Background: an optimization exercise with open tools, aiming at a short achievable clock period and few clock cycles. Do not read the settings as production practice. Function was checked by simulation only, so behaviour that the tests miss may differ from the original. Power and IR drop assume default switching activity.

**flow/config.mk**
```make
export PLATFORM = sky130hd
export DESIGN_NAME = axi_qspi_controller
export DESIGN_NICKNAME = axi_qspi_controller
export VERILOG_FILES = /design/flow/design.v
export SDC_FILE = /design/flow/constraint.sdc
export NUM_CORES = 4
export LEC_CHECK = 0
export CAP_MARGIN = 20
export CORE_MARGIN = 2
export CORE_UTILIZATION = 40
export SLEW_MARGIN = 20
```
**flow/constraint.sdc**
```tcl
create_clock -name core_clock -period 5.0 [get_ports {s_axi_aclk}]
set_input_delay 1.0000 -clock core_clock [delete_from_list [all_inputs] [get_ports {s_axi_aclk}]]
set_output_delay 1.0000 -clock core_clock [all_outputs]
set_load 0.01 [all_outputs]
```
**flow/design.v**
```verilog
`timescale 1ns/1ns
package axi_lite_pkg;
  typedef logic [31:0] addr_t;
  typedef logic [31:0] data_t;
  typedef logic [3:0] strb_t;
  typedef enum logic [1:0] {
    RESP_OKAY   = 2'b00,
    RESP_SLVERR = 2'b10
  } resp_t;
endpackage
`timescale 1ns/1ns
package spi_flash_pkg;
  typedef logic [7:0]  opcode_t;
  typedef logic [23:0] flash_addr_t;
  typedef logic [3:0]  dummy_t;
  typedef logic [5:0]  data_len_t;
  typedef logic [7:0]  clkdiv_t;
  typedef logic        cs_idx_t;
  typedef enum logic [2:0] {
    ENG_IDLE,
    ENG_COMMAND,
    ENG_ADDRESS,
    ENG_DUMMY,
    ENG_DATA,
    ENG_FINISH
  } engine_state_t;
  typedef enum logic [1:0] {
    XIP_IDLE,
    XIP_WAIT,
    XIP_RESPOND
  } xip_state_t;
endpackage
`timescale 1ns/1ns
module axi_qspi_controller
(
  input  logic       s_axi_aclk,
  input  logic       s_axi_aresetn,
  input  logic       s_axi_awvalid_i,
  input  axi_lite_pkg::addr_t      s_axi_awaddr_i,
  output logic       s_axi_awready_o,
  input  logic       s_axi_wvalid_i,
  input  axi_lite_pkg::data_t      s_axi_wdata_i,
  input  axi_lite_pkg::strb_t      s_axi_wstrb_i,
  output logic       s_axi_wready_o,
  output logic       s_axi_bvalid_o,
  output axi_lite_pkg::resp_t      s_axi_bresp_o,
  input  logic       s_axi_bready_i,
  input  logic       s_axi_arvalid_i,
  input  axi_lite_pkg::addr_t      s_axi_araddr_i,
  output logic       s_axi_arready_o,
  output logic       s_axi_rvalid_o,
  output axi_lite_pkg::data_t      s_axi_rdata_o,
  output axi_lite_pkg::resp_t      s_axi_rresp_o,
  input  logic       s_axi_rready_i,
  output logic       spi_clk_o,
  output logic [1:0] spi_csn_o,
  output logic       spi_sdo_o,
  input  logic       spi_sdi_i
);
  localparam logic [2:0] SEG_HDR = 3'd0;   
  localparam logic [2:0] SEG_DUM = 3'd1;   
  localparam logic [2:0] SEG_DAT = 3'd2;   
  localparam logic [2:0] SEG_XD  = 3'd3;   
  localparam logic [2:0] SEG_END = 3'd4;   
  logic [7:0]  clkdiv;
  logic        cpol;
  logic [7:0]  cmd;
  logic [23:0] addr;
  logic [5:0]  len;
  logic        aen;
  logic [3:0]  dummy;
  logic        wcmd;
  logic [31:0] txdata;
  logic        cs_def;
  logic [31:0] cs_a0, cs_m0, cs_a1, cs_m1;
  logic [31:0] cmd_rx;
  logic        cmd_pend;       
  logic        fr_open;        
  logic        fr_xip;         
  logic        st_cs;          
  logic [2:0]  seg;
  logic [5:0]  bl;             
  logic        ph;             
  logic [7:0]  wcnt;           
  logic [31:0] tx;
  logic [31:0] rx_sh;
  logic [23:0] sh_a;           
  logic [31:0] buf_d;          
  logic [23:0] buf_a;
  logic        buf_v;
  logic        want;           
  logic [31:0] ar_q;
  logic        dec;            
  logic        act;            
  logic        hb_q;           
  logic        hs_q;           
  logic        pend_new;       
  logic [23:0] new_a;
  logic [23:0] new_off;
  logic        new_cs;
  logic        rd_out;
  logic        wr_seen;
  logic        wr_go;
  logic [11:0] wq_sel;
  logic        wq_ok;
  logic [31:0] wq_d;
  logic [3:0]  wq_s;
  logic        busy;
  assign busy = cmd_pend | (fr_open & ~fr_xip);
  function automatic logic [31:0] bswap(input logic [31:0] w);
    bswap = {w[7:0], w[15:8], w[23:16], w[31:24]};
  endfunction
  function automatic logic [7:0] mb(input logic [7:0] o, input logic [7:0] d, input logic s);
    mb = s ? d : o;
  endfunction
  function automatic logic [31:0] mw(input logic [31:0] o, input logic [31:0] d, input logic [3:0] s);
    mw = {mb(o[31:24], d[31:24], s[3]), mb(o[23:16], d[23:16], s[2]),
          mb(o[15:8], d[15:8], s[1]), mb(o[7:0], d[7:0], s[0])};
  endfunction
  logic        d_win;
  logic        d_cs;
  logic        d_sto;
  logic        d_hb;
  logic        d_hs;
  logic        d_miss;
  logic        d_ok;
  logic [31:0] d_val;
  assign d_win  = (ar_q[31:12] != 20'h0);
  assign d_cs   = ((ar_q & cs_m0) == cs_a0) ? 1'b0 :
                  ((ar_q & cs_m1) == cs_a1) ? 1'b1 : cs_def;
  assign d_sto  = fr_open & fr_xip & (st_cs == d_cs);
  assign d_hb   = d_sto & buf_v & (buf_a == ar_q[23:0]);
  assign d_hs   = d_sto & ~d_hb & (sh_a == ar_q[23:0]);
  assign d_miss = dec & d_win & ~d_hb & ~d_hs;
  assign d_ok   = (ar_q[1:0] == 2'b00) && (ar_q[11:2] <= 10'd11);
  always_comb begin
    case (ar_q[5:2])
      4'd0:    d_val = {23'h0, cpol, clkdiv};
      4'd1:    d_val = {24'h0, cmd};
      4'd2:    d_val = {8'h0, addr};
      4'd3:    d_val = {15'h0, wcmd, dummy, 3'h0, aen, 2'h0, len};
      4'd4:    d_val = txdata;
      4'd5:    d_val = cmd_rx;
      4'd6:    d_val = {31'h0, busy};
      4'd7:    d_val = {31'h0, cs_def};
      4'd8:    d_val = cs_a0;
      4'd9:    d_val = cs_m0;
      4'd10:   d_val = cs_a1;
      4'd11:   d_val = cs_m1;
      default: d_val = '0;
    endcase
  end
  logic allow;
  logic close_now;
  logic lead_ok;
  logic trail_ok;
  logic last_bit;
  logic word_done;
  logic deliver;
  logic [31:0] word;
  assign allow     = (wcnt == 8'd0);
  assign last_bit  = (bl == 6'd1);
  assign close_now = fr_open & ~ph &
                     (fr_xip ? (pend_new | wr_seen | d_miss) : (seg == SEG_END));
  assign lead_ok   = fr_open & ~ph & ~close_now & allow &
                     ~(seg == SEG_XD && last_bit && buf_v);
  assign trail_ok  = fr_open & ph & allow & ~(seg == SEG_XD && last_bit && dec);
  assign word      = {rx_sh[30:0], spi_sdi_i};
  assign word_done = trail_ok & (seg == SEG_XD) & last_bit;
  assign deliver   = want | (act & hs_q);
  assign wr_go = s_axi_awvalid_i & s_axi_wvalid_i & ~s_axi_awready_o & ~s_axi_bvalid_o &
                 ~fr_open & ~cmd_pend & ~pend_new;
  always_ff @(posedge s_axi_aclk or negedge s_axi_aresetn) begin
    if (!s_axi_aresetn) begin
      clkdiv   <= 8'd4;
      cpol     <= 1'b0;
      cmd      <= '0;
      addr     <= '0;
      len      <= '0;
      aen      <= 1'b0;
      dummy    <= '0;
      wcmd     <= 1'b0;
      txdata   <= '0;
      cs_def   <= 1'b0;
      cs_a0    <= '0;
      cs_m0    <= '0;
      cs_a1    <= '0;
      cs_m1    <= '0;
      cmd_rx   <= '0;
      cmd_pend <= 1'b0;
      fr_open  <= 1'b0;
      fr_xip   <= 1'b0;
      st_cs    <= 1'b0;
      seg      <= SEG_HDR;
      bl       <= '0;
      ph       <= 1'b0;
      wcnt     <= '0;
      tx       <= '0;
      rx_sh    <= '0;
      sh_a     <= '0;
      buf_d    <= '0;
      buf_a    <= '0;
      buf_v    <= 1'b0;
      want     <= 1'b0;
      spi_clk_o <= 1'b0;
      spi_csn_o <= 2'b11;
      spi_sdo_o <= 1'b0;
      ar_q     <= '0;
      dec      <= 1'b0;
      act      <= 1'b0;
      hb_q     <= 1'b0;
      hs_q     <= 1'b0;
      pend_new <= 1'b0;
      new_a    <= '0;
      new_off  <= '0;
      new_cs   <= 1'b0;
      rd_out   <= 1'b0;
      s_axi_arready_o <= 1'b0;
      s_axi_rvalid_o  <= 1'b0;
      s_axi_rdata_o   <= '0;
      s_axi_rresp_o   <= axi_lite_pkg::RESP_OKAY;
      wr_seen  <= 1'b0;
      wq_sel   <= '0;
      wq_ok    <= 1'b0;
      wq_d     <= '0;
      wq_s     <= '0;
      s_axi_awready_o <= 1'b0;
      s_axi_wready_o  <= 1'b0;
      s_axi_bvalid_o  <= 1'b0;
      s_axi_bresp_o   <= axi_lite_pkg::RESP_OKAY;
    end else begin
      wr_seen <= s_axi_awvalid_i | s_axi_wvalid_i;
      s_axi_awready_o <= wr_go;
      s_axi_wready_o  <= wr_go;
      if (wr_go) begin
        for (int i = 0; i < 12; i++) begin
          wq_sel[i] <= (s_axi_awaddr_i[11:2] == 10'(i));
        end
        wq_ok <= (s_axi_awaddr_i[31:12] == 20'h0) && (s_axi_awaddr_i[1:0] == 2'b00) &&
                 (s_axi_awaddr_i[11:2] <= 10'd11);
        wq_d  <= s_axi_wdata_i;
        wq_s  <= s_axi_wstrb_i;
      end
      if (s_axi_bvalid_o && s_axi_bready_i) begin
        s_axi_bvalid_o <= 1'b0;
      end
      if (s_axi_awready_o) begin
        s_axi_bvalid_o <= 1'b1;
        s_axi_bresp_o  <= wq_ok ? axi_lite_pkg::RESP_OKAY : axi_lite_pkg::RESP_SLVERR;
        if (wq_ok) begin
          if (wq_sel[0]) begin
            clkdiv <= mb(clkdiv, wq_d[7:0], wq_s[0]);
            if (wq_s[1]) cpol <= wq_d[8];
          end
          if (wq_sel[1]) cmd <= mb(cmd, wq_d[7:0], wq_s[0]);
          if (wq_sel[2]) addr <= {mb(addr[23:16], wq_d[23:16], wq_s[2]),
                                 mb(addr[15:8], wq_d[15:8], wq_s[1]),
                                 mb(addr[7:0], wq_d[7:0], wq_s[0])};
          if (wq_sel[3]) begin
            if (wq_s[0]) len <= wq_d[5:0];
            if (wq_s[1]) begin
              aen   <= wq_d[8];
              dummy <= wq_d[15:12];
            end
            if (wq_s[2]) wcmd <= wq_d[16];
          end
          if (wq_sel[4]) txdata <= mw(txdata, wq_d, wq_s);
          if (wq_sel[6] && wq_s[0] && wq_d[0]) cmd_pend <= 1'b1;
          if (wq_sel[7] && wq_s[0]) cs_def <= wq_d[0];
          if (wq_sel[8])  cs_a0 <= mw(cs_a0, wq_d, wq_s);
          if (wq_sel[9])  cs_m0 <= mw(cs_m0, wq_d, wq_s);
          if (wq_sel[10]) cs_a1 <= mw(cs_a1, wq_d, wq_s);
          if (wq_sel[11]) cs_m1 <= mw(cs_m1, wq_d, wq_s);
        end
      end
      dec <= 1'b0;
      act <= 1'b0;
      if (s_axi_arvalid_i && s_axi_arready_o) begin
        ar_q <= s_axi_araddr_i;
        dec  <= 1'b1;
      end
      if (s_axi_arvalid_i && s_axi_arready_o) begin
        rd_out <= 1'b1;
        s_axi_arready_o <= 1'b0;
      end else if (s_axi_rvalid_o && s_axi_rready_i) begin
        rd_out <= 1'b0;
        s_axi_arready_o <= 1'b1;
      end else if (!rd_out) begin
        s_axi_arready_o <= 1'b1;
      end
      if (s_axi_rvalid_o && s_axi_rready_i) begin
        s_axi_rvalid_o <= 1'b0;
      end
      if (dec) begin
        if (!d_win) begin
          s_axi_rvalid_o <= 1'b1;
          s_axi_rdata_o  <= d_ok ? d_val : 32'h0;
          s_axi_rresp_o  <= d_ok ? axi_lite_pkg::RESP_OKAY : axi_lite_pkg::RESP_SLVERR;
        end else begin
          act  <= 1'b1;
          hb_q <= d_hb;
          hs_q <= d_hs;
          if (d_miss) begin
            pend_new <= 1'b1;
            new_a    <= ar_q[23:0];
            new_off  <= ar_q[23:0] - 24'h001000;
            new_cs   <= d_cs;
          end
        end
      end
      if (act && hb_q) begin
        s_axi_rvalid_o <= 1'b1;
        s_axi_rdata_o  <= bswap(buf_d);
        s_axi_rresp_o  <= axi_lite_pkg::RESP_OKAY;
      end
      if (!fr_open) begin
        spi_clk_o <= cpol;
        ph        <= 1'b0;
        wcnt      <= clkdiv;
        if (cmd_pend) begin
          cmd_pend  <= 1'b0;
          fr_open   <= 1'b1;
          fr_xip    <= 1'b0;
          spi_csn_o <= cs_def ? 2'b01 : 2'b10;
          seg       <= SEG_HDR;
          bl        <= aen ? 6'd32 : 6'd8;
          tx        <= {cmd, addr};
          cmd_rx    <= '0;
        end else if (pend_new) begin
          pend_new  <= 1'b0;
          fr_open   <= 1'b1;
          fr_xip    <= 1'b1;
          st_cs     <= new_cs;
          spi_csn_o <= new_cs ? 2'b01 : 2'b10;
          seg       <= SEG_HDR;
          bl        <= 6'd32;
          tx        <= {8'h03, new_off};
          sh_a      <= new_a;
          want      <= 1'b1;
          buf_v     <= 1'b0;
        end
      end else if (close_now) begin
        fr_open   <= 1'b0;
        fr_xip    <= 1'b0;
        spi_csn_o <= 2'b11;
        buf_v     <= 1'b0;
        want      <= 1'b0;
      end else if (lead_ok) begin
        spi_clk_o <= ~spi_clk_o;
        ph        <= 1'b1;
        wcnt      <= clkdiv;
        spi_sdo_o <= tx[31];
        tx        <= {tx[30:0], 1'b0};
      end else if (trail_ok) begin
        spi_clk_o <= ~spi_clk_o;
        ph        <= 1'b0;
        wcnt      <= clkdiv;
        if (seg == SEG_XD) begin
          rx_sh <= word;
        end
        if (seg == SEG_DAT && !wcmd) begin
          cmd_rx <= {cmd_rx[30:0], spi_sdi_i};
        end
        if (!last_bit) begin
          bl <= bl - 6'd1;
        end else begin
          case (seg)
            SEG_HDR: begin
              if (fr_xip) begin
                seg <= SEG_XD;
                bl  <= 6'd32;
              end else if (dummy != 4'h0) begin
                seg <= SEG_DUM;
                bl  <= {2'b00, dummy};
              end else if (len != 6'd0) begin
                seg <= SEG_DAT;
                bl  <= len;
                tx  <= txdata;
              end else begin
                seg <= SEG_END;
              end
            end
            SEG_DUM: begin
              if (len != 6'd0) begin
                seg <= SEG_DAT;
                bl  <= len;
                tx  <= txdata;
              end else begin
                seg <= SEG_END;
              end
            end
            SEG_XD: begin
              bl   <= 6'd32;
              sh_a <= sh_a + 24'd4;
            end
            default: seg <= SEG_END;
          endcase
        end
      end else if (wcnt != 8'd0) begin
        wcnt <= wcnt - 8'd1;
      end
      if (word_done) begin
        if (deliver) begin
          want           <= 1'b0;
          s_axi_rvalid_o <= 1'b1;
          s_axi_rdata_o  <= bswap(word);
          s_axi_rresp_o  <= axi_lite_pkg::RESP_OKAY;
        end else begin
          buf_d <= word;
          buf_a <= sh_a;
          buf_v <= 1'b1;
        end
      end else if (act && hs_q) begin
        want <= 1'b1;
      end
      if (act && (hb_q || hs_q)) begin
        buf_v <= 1'b0;
      end
    end
  end
endmodule
```
**flow/run.sh**
```bash
#!/bin/bash
# synth_recipe.tcl (not shown) runs the flow's synth.tcl, then flattens the netlist and writes it again
# the make line also repeats each setting of config.mk as NAME=value (left out here)
make -C /OpenROAD-flow-scripts/flow DESIGN_CONFIG=/design/flow/config.mk WORK_HOME=/design/flow/orfs CLKGATE_MAP_FILE= SYNTH_SCRIPT=/design/flow/synth_recipe.tcl finish
```
==> notes.md <==
==> routing by layer <==
layer | global-route usage [%] | wire length (um) | vias to the layer above
met5 | 0 | 0 | -
met4 | 13.57 | 4884 | 0
met3 | 4.588 | 7143 | 183
met2 | 43.90 | 45660 | 965
met1 | 37.88 | 41580 | 11160
li1 | - | - | 9539
==> final cells by class <==
class,count,area (um2),area share (%)
Antenna cell,2,5.005,0.01535
Multi-Input combinational cell,1783,12500,38.34
Timing Repair Buffer,213,2082,6.386
Clock inverter,17,264.0,0.8097
Tap cell,931,1165,3.573
Inverter,22,82.58,0.2533
Sequential cell,580,14520,44.54
Clock buffer,101,1984,6.086
==> worst reg2reg max path, stage by stage (launching register included) <==
cell and delay [ns]:
dfrtp_1 0.76, a21boi_0 0.20, a211oi_1 0.52, nand4_1 0.19, nor4_2 0.62, nor3_1 0.21, o41a_1 0.64, o211a_4 0.49
a211o_4 0.67, mux2_4 0.44
==> path summary, 6_finish.rpt <==
check | start | to | slack [ns] | cells after the start
setup reg to reg | ar_q[22] | tx[20] | 0.15 | 9
setup / recovery | ar_q[22] | tx[20] | 0.15 | 9
max in group asynchronous | s_axi_aresetn | cmd_pend | 3.24 | 2
hold / removal | s_axi_aresetn | wq_d[19] | 0.45 | 1
hold reg to reg | wq_s[3] | wq_s[3] | 0.48 | 2
min in group core_clock | wq_s[3] | wq_s[3] | 0.48 | 2
==> cell usage in the layout (no fill, tap or decap), types with 18 or more instances in the layout <==
| cell type | Yosys | layout |
|---|---|---|
| and3_1 | 48 | 48 |
| xor2_1 | 20 | 20 |
| nand4_1 | 34 | 34 |
| nor2_1 | 74 | 69 |
| inv_1 | 21 | 20 |
| buf_4 | 5 | 54 |
| mux2i_1 | 30 | 30 |
| o22ai_1 | 22 | 22 |
| xnor2_1 | 41 | 41 |
| a222oi_1 | 25 | 25 |
| a22oi_1 | 106 | 106 |
| a221o_1 | 30 | 30 |
| clkbuf_8 | 0 | 18 |
| nand2_1 | 448 | 446 |
| mux2_4 | 28 | 28 |
| a21oi_1 | 74 | 73 |
| dfrtp_1 | 577 | 575 |
| clkdlybuf4s50_1 | 0 | 150 |
| a211oi_1 | 20 | 20 |
| clkbuf_16 | 0 | 67 |
| nor3_1 | 29 | 25 |
| a21o_1 | 21 | 21 |
| nand3_1 | 62 | 62 |
| mux2_2 | 321 | 321 |
| o21ai_0 | 128 | 128 |
==> per-stage QoR <==
| step | instance area, um2 | power (mW) |
|---|---|---|
| final | 32610 | 15.24 |
| after global routing | 32600 | 15.88 |
| after CTS | 32600 | 15.23 |
| after detailed placement | 30350 | 10.20 |
| after global placement | 30320 | 10.11 |
| after floorplan | 27750 | 8.582 |
==> state kept, by name (all words and copies together), names as in the netlist, 11 cells and up <==
name	cells
buf_a	24
wq_sel	11
ar_q	32
new_a	12
cs_m1	32
wq_d	32
txdata	32
new_off	24
cs_a1	32
s_axi_rdata_o	32
tx	32
cs_a0	32
buf_d	32
cs_m0	32
sh_a	24
cmd_rx	32
addr	24
rx_sh	31
==> kinds of logic (layout without fill, tap and decap cells) <==
kind of cell | count (synthesis) | after routing | synth area share, %
AO/OA/AOI/OAI | 557 | 557 | 14.04
XOR/XNOR | 61 | 61 | 1.926
adder cells (fa/ha/maj) | 6 | 6 | 0.2706
buffers and inverters | 193 | 353 | 3.003
flip-flops | 580 | 580 | 52.32
multiplexers | 379 | 379 | 15.63
other | 1 | 3 | 0.01352
AND/OR/NAND/NOR | 779 | 779 | 12.79
==> power by group <==
part	switching, mW	internal, mW
logic	2.02	1.45
clock network	2.03	3.01
registers	1.36	5.37
==> timing repair <==
action,4_1_cts,5_1_grt
hold buffers,0,0
gates resized for setup,1,0
endpoints found under the setup margin,30,0
==> impl_metrics.env <==
export IMPL_status="complete, no violations"
export IMPL_powerDensity_mw_per_mm2=467.5
export IMPL_io_pins=153
export IMPL_cp_data_arrival_time_ns=5.34
export IMPL_ys_warn_count=1
export IMPL_leakagePower_nw=15.15
export IMPL_netlist_area_leader_share_pct=52.04
export IMPL_worstSetupEndpointType="register"
export IMPL_tns_ns=0
export IMPL_cpPeakStageDelay_ns=0.76
export IMPL_dp_slack_ns=-0.06015
export IMPL_drive_gt1_share_pct=20.25
export IMPL_syn_area_per_cell_um2=10.85
export IMPL_peakVddDrop_uv=384.6
export IMPL_skew_ns=0.03456
export IMPL_stdcell_count=3649
export IMPL_synthesis_nets=2670
export IMPL_start_util_pct=40.45
export IMPL_critical_path_max_fanout=32
export IMPL_synthArstFlopShare_pct=100.0
export IMPL_syn_area_mm2=0.02775
export IMPL_clk_latency_ns=0.63
export IMPL_port_buffers=151
export IMPL_critical_path_cell_chain="a21boi_0 -> a211oi_1 -> nand4_1 -> nor4_2 -> nor3_1 -> o41a_1 -> o211a_4 -> a211o_4 -> mux2_4"
export IMPL_die_x_um=267.4
export IMPL_grt_max_degree=116
export IMPL_fin_util_pct=47.54
export IMPL_yosys_area_top_type="dfrtp_1"
export IMPL_place_inst=3529
export IMPL_n_fill_cell=6161
export IMPL_die_area_mm2=0.07149
export IMPL_startpoint_type="register"
export IMPL_cts_root_buf="clkbuf_16"
export IMPL_core_mm2=0.06859
export IMPL_antenna_found_initial=2
export IMPL_ys_types=74
export IMPL_max_freq_ghz=0.2060
export IMPL_slew_viol_final=0
export IMPL_drv_cap=0
export IMPL_netlist_top_cells_area="dfrtp_1 52%, mux2_2 13%, nand2_1 6.1%"
export IMPL_dieHeight_um=267.4
export IMPL_hold_violations=0
export IMPL_track_usage_pct=28.03
export IMPL_htreeDepth=3
export IMPL_crit_type="reg2reg"
export IMPL_cts_clk_slew_worst_paths_ns=0.06
export IMPL_drt_iter0_drc=2223
export IMPL_crit_family="compound AO/OA/AOI/OAI gates"
export IMPL_cp_slowest_cell="dfrtp_1"
export IMPL_grt_pass1_vias=21850
export IMPL_grt_overflow=0
export IMPL_synthMostInstantiatedCell="dfrtp_1"
export IMPL_area_growth_pct=17.52
export IMPL_ant_nets=0
export IMPL_cts_sinks=580
export IMPL_synth_edff_count=0
export IMPL_synthCells=2556
export IMPL_wl_per_cell_um=27.20
export IMPL_setup_viol=0
export IMPL_synth_seq_cells=580
export IMPL_fin_ws_ns=0.1463
export IMPL_synth_main_ff_cell="dfrtp_1"
export IMPL_first_pass_iters=6
export IMPL_synth_commonest_cells="577 x dfrtp_1, 448 x nand2_1, 321 x mux2_2"
export IMPL_via_per_inst=5.986
export IMPL_slew_headroom_pct=19.38
export IMPL_min_delay_path_class="in2async"
export IMPL_path_buf_inv=0
export IMPL_rows=96
export IMPL_rsz0062_at_grt="no"
export IMPL_vias=21840
export IMPL_period_minus_slack_ns=4.854
export IMPL_cts_max_path_buffers=3
export IMPL_min_period_over_period_pct=97.07
export IMPL_numCtsBuffers=66
export IMPL_routed_wl_um=99260
export IMPL_grt_pass1_wl_um=146800
export IMPL_drcViolationCount=0
export IMPL_layout_nets=2780
export IMPL_dp_hpwl_um=70160
export IMPL_cts_tree="built"
export IMPL_tightest_slew_ns=1.206
export IMPL_ys_seq_area_share_pct=52.32
export IMPL_gp_congestion=0.9673
export IMPL_holdWs_ns=0.4531
export IMPL_required_ns=5.48
export IMPL_cts_setup_buffers=0
Testbench counts, summed over its fixed seeds: cycles 141,600.

port drivers added, routing unchanged:
Ports are ideal in the flow. The routed layout listed here was re-timed in OpenROAD. Step 1, drivers: a clkbuf_16 drives s_axi_aclk and a buf_2 each remaining input, both assumed. Step 2 also shifts input and output timing later by t, the mid clock arrival at the registers, as if the neighbouring blocks saw the same clock. Slacks: ideal ports / drivers / drivers and shift; pairs: ideal ports / drivers.
shift t [ns]: 0.674
setup slack, ns: 0.146 / 0.146 / 0.146
hold WS [ns]: 0.453 / 0.438 / 0.482
worst data-port slew with drivers (ns): 0.06
After both steps setup and hold are still met in this run. The setup slack of this run moves by 0.000 ns with the drivers and by 0.000 ns with both steps.
